This design comes from an exercise in tuning for small area, a short achievable clock period and few clock cycles per item on the open sky130 flow, not from production work.
Function was checked by simulation only, so behaviour that the tests miss may differ from the original.
Power and IR drop assume default switching activity.

==> design.v <==
`timescale 1ns / 1ps
module audio_peak_level_meter (
  input  logic        clk,
  input  logic        rst,
  input  logic        cfg_write,
  input  logic [1:0]  cfg_index,
  input  logic [5:0]  cfg_data,
  input  logic        in_valid,
  output logic        in_stall,
  input  logic [7:0]  data_byte,
  input  logic        buffer_end,
  output logic        out_valid,
  input  logic        out_stall,
  output logic [17:0] level_q16,
  output logic [31:0] peak_value
);
  logic [1:0]  szc;
  logic [1:0]  kind;
  logic [2:0]  chl;
  logic        cap;
  logic [1:0]  bpos;
  logic [2:0]  cpos;
  logic [31:0] sh;
  logic        p_sd;    
  logic        p_fd;    
  logic        p_be;    
  logic [31:0] run;
  logic [31:0] bpk;
  logic        bz;
  logic        act;     
  logic [17:0] held;    
  logic        stall;
  logic        accept;
  logic        track;
  logic        sample_done;
  logic        frame_done;
  logic [31:0] raw;
  logic [31:0] mag;
  logic        gt;
  logic [31:0] run_upd;
  logic [31:0] peak;
  logic [17:0] level;
  always_ff @(posedge clk) begin
    if (rst) begin
      szc  <= 2'd2;
      kind <= 2'd0;
      chl  <= 3'd1;
      cap  <= 1'b0;
    end else if (cfg_write) begin
      case (cfg_index)
        2'd0: szc <= (cfg_data == 6'd8)  ? 2'd1 :
                     (cfg_data == 6'd16) ? 2'd2 :
                     (cfg_data == 6'd32) ? 2'd3 : 2'd0;
        2'd1: kind <= cfg_data[1:0];
        2'd2: chl <= (cfg_data[3:0] == 4'd0) ? 3'd0 :
                     cfg_data[3] ? 3'd7 : 3'(cfg_data[2:0] - 3'd1);
        default: cap <= cfg_data[0];
      endcase
    end
  end
  assign stall    = out_valid && out_stall;
  assign in_stall = stall;
  assign accept   = in_valid && !stall;
  assign track    = cap && (szc != 2'd0);
  assign sample_done = (szc == 2'd1) || (szc == 2'd2 && bpos[0]) || (bpos == 2'd3);
  assign frame_done  = (cpos == chl);
  always_ff @(posedge clk) begin
    if (accept) sh <= {data_byte, sh[31:8]};
  end
  always_ff @(posedge clk) begin
    if (rst) begin
      bpos <= 2'd0;
      cpos <= 3'd0;
      p_sd <= 1'b0;
      p_fd <= 1'b0;
      p_be <= 1'b0;
    end else if (!stall) begin
      p_sd <= accept && track && sample_done;
      p_fd <= accept && track && sample_done && frame_done;
      p_be <= accept && buffer_end;
      if (accept) begin
        if (buffer_end || szc == 2'd0) begin
          bpos <= 2'd0;
          cpos <= 3'd0;
        end else if (sample_done) begin
          bpos <= 2'd0;
          cpos <= frame_done ? 3'd0 : cpos + 3'd1;
        end else begin
          bpos <= bpos + 2'd1;
        end
      end
    end
  end
  function automatic logic [31:0] float_mag(input logic [31:0] b);
    logic [7:0]  e;
    logic [55:0] w;
    logic [31:0] r;
    e = b[30:23];
    w = 56'({1'b1, b[22:0]}) << e[4:0];
    if (e == 8'hff) r = (b[22:0] != 23'd0) ? 32'd0 : 32'hffff_ffff;
    else if (e[7]) r = 32'hffff_ffff;
    else if (e[6:5] == 2'b11) r = w[54:23];
    else r = 32'd0;
    float_mag = r;
  endfunction
  function automatic logic [31:0] signed_mag(input logic [31:0] x,
                                             input logic [1:0] sz);
    logic        s;
    logic        low;
    logic [31:0] r;
    s = (sz == 2'd1) ? x[7] : (sz == 2'd2) ? x[15] : x[31];
    low = 1'b0;
    r = x;
    for (int i = 0; i < 32; i++) begin
      if (i < 8 || (i < 16 && sz != 2'd1) || sz == 2'd3)
        r[i] = x[i] ^ (s & low);
      low = low | x[i];
    end
    r[8]  = r[8]  | (sz == 2'd1 && s && x[6:0] == 7'd0);
    r[16] = r[16] | (sz == 2'd2 && s && x[14:0] == 15'd0);
    signed_mag = r;
  endfunction
  function automatic logic greater(input logic [31:0] a, input logic [31:0] b);
    logic [31:0] g;
    logic [31:0] e;
    g = a & ~b;
    e = ~(a ^ b);
    for (int w = 1; w < 32; w = w * 2) begin
      for (int i = 0; i < 32; i = i + 2 * w) begin
        g[i] = g[i + w] | (e[i + w] & g[i]);
        e[i] = e[i + w] & e[i];
      end
    end
    greater = g[0];
  endfunction
  always_comb begin
    case (szc)
      2'd1:    raw = {24'd0, sh[31:24]};
      2'd2:    raw = {16'd0, sh[31:16]};
      default: raw = sh;
    endcase
    case (kind)
      2'd1:    mag = raw;
      2'd2:    mag = (szc == 2'd3) ? float_mag(raw) : 32'd0;
      2'd3:    mag = 32'd0;
      default: mag = signed_mag(raw, szc);
    endcase
    gt      = greater(mag, run);
    run_upd = gt ? mag : run;
    peak    = p_fd ? run_upd : (bz ? 32'd0 : bpk);
  end
  always_ff @(posedge clk) begin
    if (rst) begin
      run       <= 32'd0;
      bz        <= 1'b1;
      out_valid <= 1'b0;
      held      <= 18'd0;
    end else if (!stall) begin
      if (out_valid && act) held <= level;
      if (p_be) begin
        run       <= 32'd0;
        bz        <= 1'b1;
        out_valid <= 1'b1;
      end else begin
        out_valid <= 1'b0;
        if (p_sd) run <= run_upd;
        if (p_fd) bz <= 1'b0;
      end
    end
  end
  always_ff @(posedge clk) begin
    if (!stall) begin
      if (p_be) begin
        bpk <= peak;
        act <= track;
      end else if (p_fd) begin
        bpk <= run_upd;
      end
    end
  end
  function automatic logic [17:0] level_of(input logic [31:0] p,
                                           input logic [1:0] sz,
                                           input logic uns);
    logic [32:0] ones;   
    logic [32:0] any;    
    logic        t;
    logic        sat;
    logic [31:0] s;
    logic [16:0] q;
    ones[0] = 1'b1;
    for (int i = 0; i < 32; i++) ones[i + 1] = ones[i] & p[i];
    any[32] = 1'b0;
    for (int i = 31; i >= 0; i--) any[i] = any[i + 1] | p[i];
    case ({sz, uns})
      3'b010: begin t = any[7] | ones[7]; sat = any[8] | (&p[7:1]); end
      3'b011: begin t = any[8] | ones[8]; sat = any[9] | (&p[8:1]); end
      3'b100: begin t = any[15] | ones[15]; sat = any[16] | (&p[15:1]); end
      3'b101: begin t = any[16] | ones[16]; sat = any[17] | (&p[16:1]); end
      3'b110: begin t = any[31] | ones[31]; sat = &p[31:1]; end
      default: begin t = ones[32]; sat = 1'b0; end
    endcase
    for (int i = 0; i < 32; i++) s[i] = p[i] ^ (t & ones[i]);
    case ({sz, uns})
      3'b010:  q = {t, s[6:0], s[6:0], s[6:5]};
      3'b011:  q = {t, s[7:0], s[7:0]};
      3'b100:  q = {t, s[14:0], s[14]};
      3'b101:  q = {t, s[15:0]};
      3'b110:  q = {t, s[30:15]};
      default: q = {t, s[31:16]};
    endcase
    level_of = sat ? 18'h20000 : {1'b0, q};
  endfunction
  assign level      = level_of(bpk, szc, kind == 2'd1);
  assign level_q16  = act ? level : held;
  assign peak_value = bpk;
endmodule
==> run.sh <==
#!/bin/bash
# synth_recipe.tcl (not shown) runs the flow's synth.tcl, then flattens the netlist and writes it again
# the make line also repeats each setting of config.mk as NAME=value (left out here)
make -C /OpenROAD-flow-scripts/flow DESIGN_CONFIG=/design/flow/config.mk WORK_HOME=/design/flow/orfs CLKGATE_MAP_FILE= SYNTH_SCRIPT=/design/flow/synth_recipe.tcl finish
==> config.mk <==
export PLATFORM = sky130hd
export DESIGN_NAME = audio_peak_level_meter
export DESIGN_NICKNAME = audio_peak_level_meter
export VERILOG_FILES = /design/flow/design.v
export SDC_FILE = /design/flow/constraint.sdc
export NUM_CORES = 4
export LEC_CHECK = 0
export CAP_MARGIN = 20
export CORE_MARGIN = 2
export CORE_UTILIZATION = 40
export SLEW_MARGIN = 20
==> constraint.sdc <==
create_clock -name core_clock -period 9.0 [get_ports {clk}]
set_input_delay 1.8000 -clock core_clock [delete_from_list [all_inputs] [get_ports {clk}]]
set_output_delay 1.8000 -clock core_clock [all_outputs]
set_load 0.01 [all_outputs]
==> impl_metrics.csv <==
group,metric,value,unit
outcome,status,"no timing/DRC/antenna violations",
logic_synthesis,synth_cells,1367,
logic_synthesis,yosysMostFrequentCell,"nand2_1",
clocking,cts_num_sinks,133,
logic_synthesis,netlist.area_leader.share,17.5,%
logic_synthesis,ys_types,85,
timing,final-hold-violation-count,0,
floorplan,core_region_area,0.0276,mm2
logic_synthesis,syn_area,0.0111,mm2
worst_setup_path,r2r-end,"bpk[20]",
detailed_routing,dr.pass1.iters,6,
placement,dpl.hpwl,29800,um
cells_and_area,diodes,0,
worst_setup_path,crit_chain,"clkinv_1 -> ha_2 -> nor2_1 -> a31oi_1 -> mux2i_1 -> nand2b_1 -> nor2_1 -> o21ai_0 -> xnor2_1 -> o21ai_0 -> ha_1 -> a21o_1 -> a21o_1 -> a21o_1 -> a21o_1 -> a21oi_1 -> o211ai_1 -> nor2b_1 -> a21boi_4 -> buf_4 -> o31ai_1",
detailed_routing,final_antenna_net_count,0,
detailed_routing,drc,0,
logic_synthesis,syn_nets,1429,
placement,portBuffers,73,
cells_and_area,drive_above_1_share,8.06,%
detailed_routing,vias_per_cell,6.32,
worst_hold_path,worstHoldPathCells,2,
clocking,cts_made_buffers,17,
logic_synthesis,yosysTopAreaCell,"edfxtp_1",
timing,period_share,83.4,%
logic_synthesis,syn_avg_cell_area,8.14,um2
worst_hold_path,hold_path.class,"flip-flop to flip-flop",
cells_and_area,final_util,46.0,%
global_route,antenna_found_initial,0,
timing,fmax,0.133,GHz
timing,setup_viol,0,
global_route,grt_pass1_wl,62600,um
detailed_routing,vias,11256,
clocking,clkTransAtPathRegs,0.07,ns
worst_setup_path,cp_slowest_cell,"ha_2",
worst_setup_path,worst_path_most_repeated_cell,"a21o_1",
logic_synthesis,synth_flop_cell,"dfxtp_1",
timing,fin_worst_skew,0.0139,ns
global_route,grt_max_degree,44,
run,cap_violations,0,
cells_and_area,nets,1451,
cells_and_area,syn_to_final_growth,13.9,%
worst_setup_path,end_kind,"flip-flop",
worst_setup_path,required,9.16,ns
floorplan,dieArea,0.0292,mm2
worst_setup_path,r2r_slack,1.49,ns
clocking,cts_setup_buffers,0,
logic_synthesis,ys_seq_elements,133,
global_route,first_global_vias,10660,
floorplan,die_h,171,um
pwr,vdd_ir_drop_max,0.117,mV
clocking,cts_tree,"built",
logic_synthesis,synth_area_leaders,"edfxtp_1 (18%), dfxtp_1 (12%), ha_1 (4.5%)",
worst_setup_path,slowest_delay,0.88,ns
clocking,cts.repair.resized,0,
worst_hold_path,worstHoldEndpoint,"held[6]",
detailed_routing,drt_iter0_drc,1419,
clocking,ctsHoldBuffers,0,
floorplan,initial_core_util,40.4,%
logic_synthesis,yosysSeqAreaShare,29.8,%
clocking,cts_root_buffer,"clkbuf_16",
timing,drv_slew,0,
timing,fin_crit,7.51,ns
global_route,overflow,0,
floorplan,fp-row-count,61,
worst_setup_path,start_kind,"flip-flop",
logic_synthesis,yosysWarnings,1,
clocking,clk_latency,0.44,ns
detailed_routing,wl,40600,um
worst_setup_path,rr_worst_depth,21,
pwr,power_density,154,mW/mm2
clocking,htree_levels,4,
timing,setup_tns,0,ns
timing,slew_headroom,26.0,%
worst_setup_path,crit_fanout,37,
clocking,cts_buffer_depth,2,
worst_hold_path,min_from,"held[6]",
timing,rsz0062_at_grt,"no",
worst_setup_path,worstSetupPathType,"flip-flop to flip-flop",
global_route,grt.total_usage,28.0,%
pwr,power.total,1.95,mW
timing,tightest_slew,1.11,ns
logic_synthesis,synthArstFlopShare,0,%
floorplan,chipWidth,171,um
logic_synthesis,netlist_top_cells_count,"nand2_1 (126), nor2_1 (118), a21oi_1 (94)",
floorplan,num_io_pins,74,
worst_setup_path,crit_arrival,7.66,ns
worst_setup_path,rr_startpoint,"szc[1]",
pwr,power_leakage,4.53,nW
detailed_routing,post_drt_wl_per_cell,22.8,um
logic_synthesis,synth_edf_count,65,
placement,gp_congestion,0.970,
==> worst max-delay path, delay by kind of cell, from the launching register on <==
family                   cells  cell delay (ns)
adder cells (fa/ha/maj)      2             1.21
AND/OR/NAND/NOR              4             1.54
flip-flops                   1             0.61
AO/OA/AOI/OAI               11             2.60
multiplexers                 1             0.34
buffers and inverters        2             0.68
XOR/XNOR                     1             0.21
==> cell families (layout without fill, tap and decap cells) <==
kind of cell / Yosys count / count (layout) / synth area share [%]
simple gates: 468 / 468 / 20.8
fa+ha+maj: 40 / 40 / 4.50
flops: 133 / 133 / 29.8
buf+inv: 169 / 204 / 6.57
xor+xnor: 54 / 54 / 4.25
mux: 59 / 59 / 6.38
compound gates: 444 / 444 / 27.7
==> layout by cell type, fill, tap and decap left out, types with 33 or more instances in the layout <==
cell type | netlist | routed
nand3_1 | 55 | 55
nand2_1 | 126 | 126
xnor2_1 | 35 | 35
inv_1 | 74 | 74
dfxtp_1 | 68 | 68
a22o_1 | 35 | 35
o21ai_0 | 68 | 68
a21oi_1 | 94 | 94
nor2_1 | 118 | 117
o31ai_1 | 36 | 36
edfxtp_1 | 65 | 65
nor3_1 | 33 | 33
mux2i_1 | 36 | 36
clkdlybuf4s50_1 | 0 | 73
ha_1 | 40 | 39
==> flip-flops by register name, indices dropped and copies added (netlist names), 2 cells and up <==
register	count
bpk	32
run	32
sh	32
held	18
chl	3
cpos	3
bpos	2
kind	2
szc	2
==> metrics by stage <==
stage                     cells  hold slack [ns]  setup slack (ns)  cell area, um2
after global routing       1780            0.480             0.933           12700
after floorplan            1367            0.424              3.74           11100
after CTS                  1780            0.456              1.38           12700
final                      1780            0.456              1.49           12700
after global placement     1748            0.433              1.48           12100
after detailed placement   1748            0.441              1.43           12100
==> per-layer routing <==
| layer | global-route usage (%) | part of all wire, % | vias to the layer above |
|---|---|---|---|
| met3 | 5.07 | 8.4 | 116 |
| met4 | 13.2 | 4.3 | 0 |
| li1 | - | - | 5162 |
| met2 | 44.3 | 45 | 613 |
| met5 | 0 | 0 | - |
| met1 | 37.1 | 43 | 5365 |
==> area by class of cell <==
cell class / count / area [um2]
clock buffers: 17 / 425
clock inverters: 15 / 180
flip-flops and latches: 133 / 3310
well taps: 378 / 473
inverters: 78 / 293
repair buffers: 94 / 888
multi-input cells: 1065 / 7100
fillers: 2734 / 14900
==> worst max-delay path by stage <==
| stage | slack (ns) | start | depth (start not counted) | end |
|---|---|---|---|---|
| after detailed placement | 1.43 | szc[1] | 21 | run[27] |
| after global placement | 1.48 | szc[1] | 21 | run[21] |
| after global routing | 0.93 | szc[1] | 21 | run[4] |
| after floorplan | 3.74 | szc[0] | 28 | bpk[28] |
| final | 1.49 | szc[1] | 21 | bpk[20] |
| after CTS | 1.38 | szc[1] | 21 | run[4] |
==> report_power, final <==
group	leakage [nW]	total [mW]	switching (mW)	internal, mW
combinational	3.07	0.513	0.318	0.196
clock	0.292	0.726	0.350	0.376
sequential	1.17	0.711	0.0437	0.667
Testbench counts, summed over its fixed seeds: cycles 43,896, bytes 43,768.

re-timing with driven ports:
The results above use ideal ports. As a check the final layout listed here was re-extracted and re-timed, cells and wires unchanged. Step 1 sets driving cells, clkbuf_16 on the clock port and buf_2 on the other inputs (assumed; they add their load-dependent delay and slew). Step 2 also shifts input and output timing later by t, the mid clock arrival at the registers, as if the neighbouring blocks saw the same clock. Three values: ideal ports, drivers, drivers and shift; two values: the first two.
t, ns: 0.485
setup WS [ns]: 1.495 / 1.495 / 1.495
hold slack, ns: 0.456 / 0.456 / 0.456
slew at the worst register clock pin (ns): 0.08 / 0.08
worst data-port slew with drivers (ns): 0.05
After both steps this run still meets setup and hold. For this run, drivers alone change the setup slack by 0.000 ns; drivers and shift together by 0.000 ns.
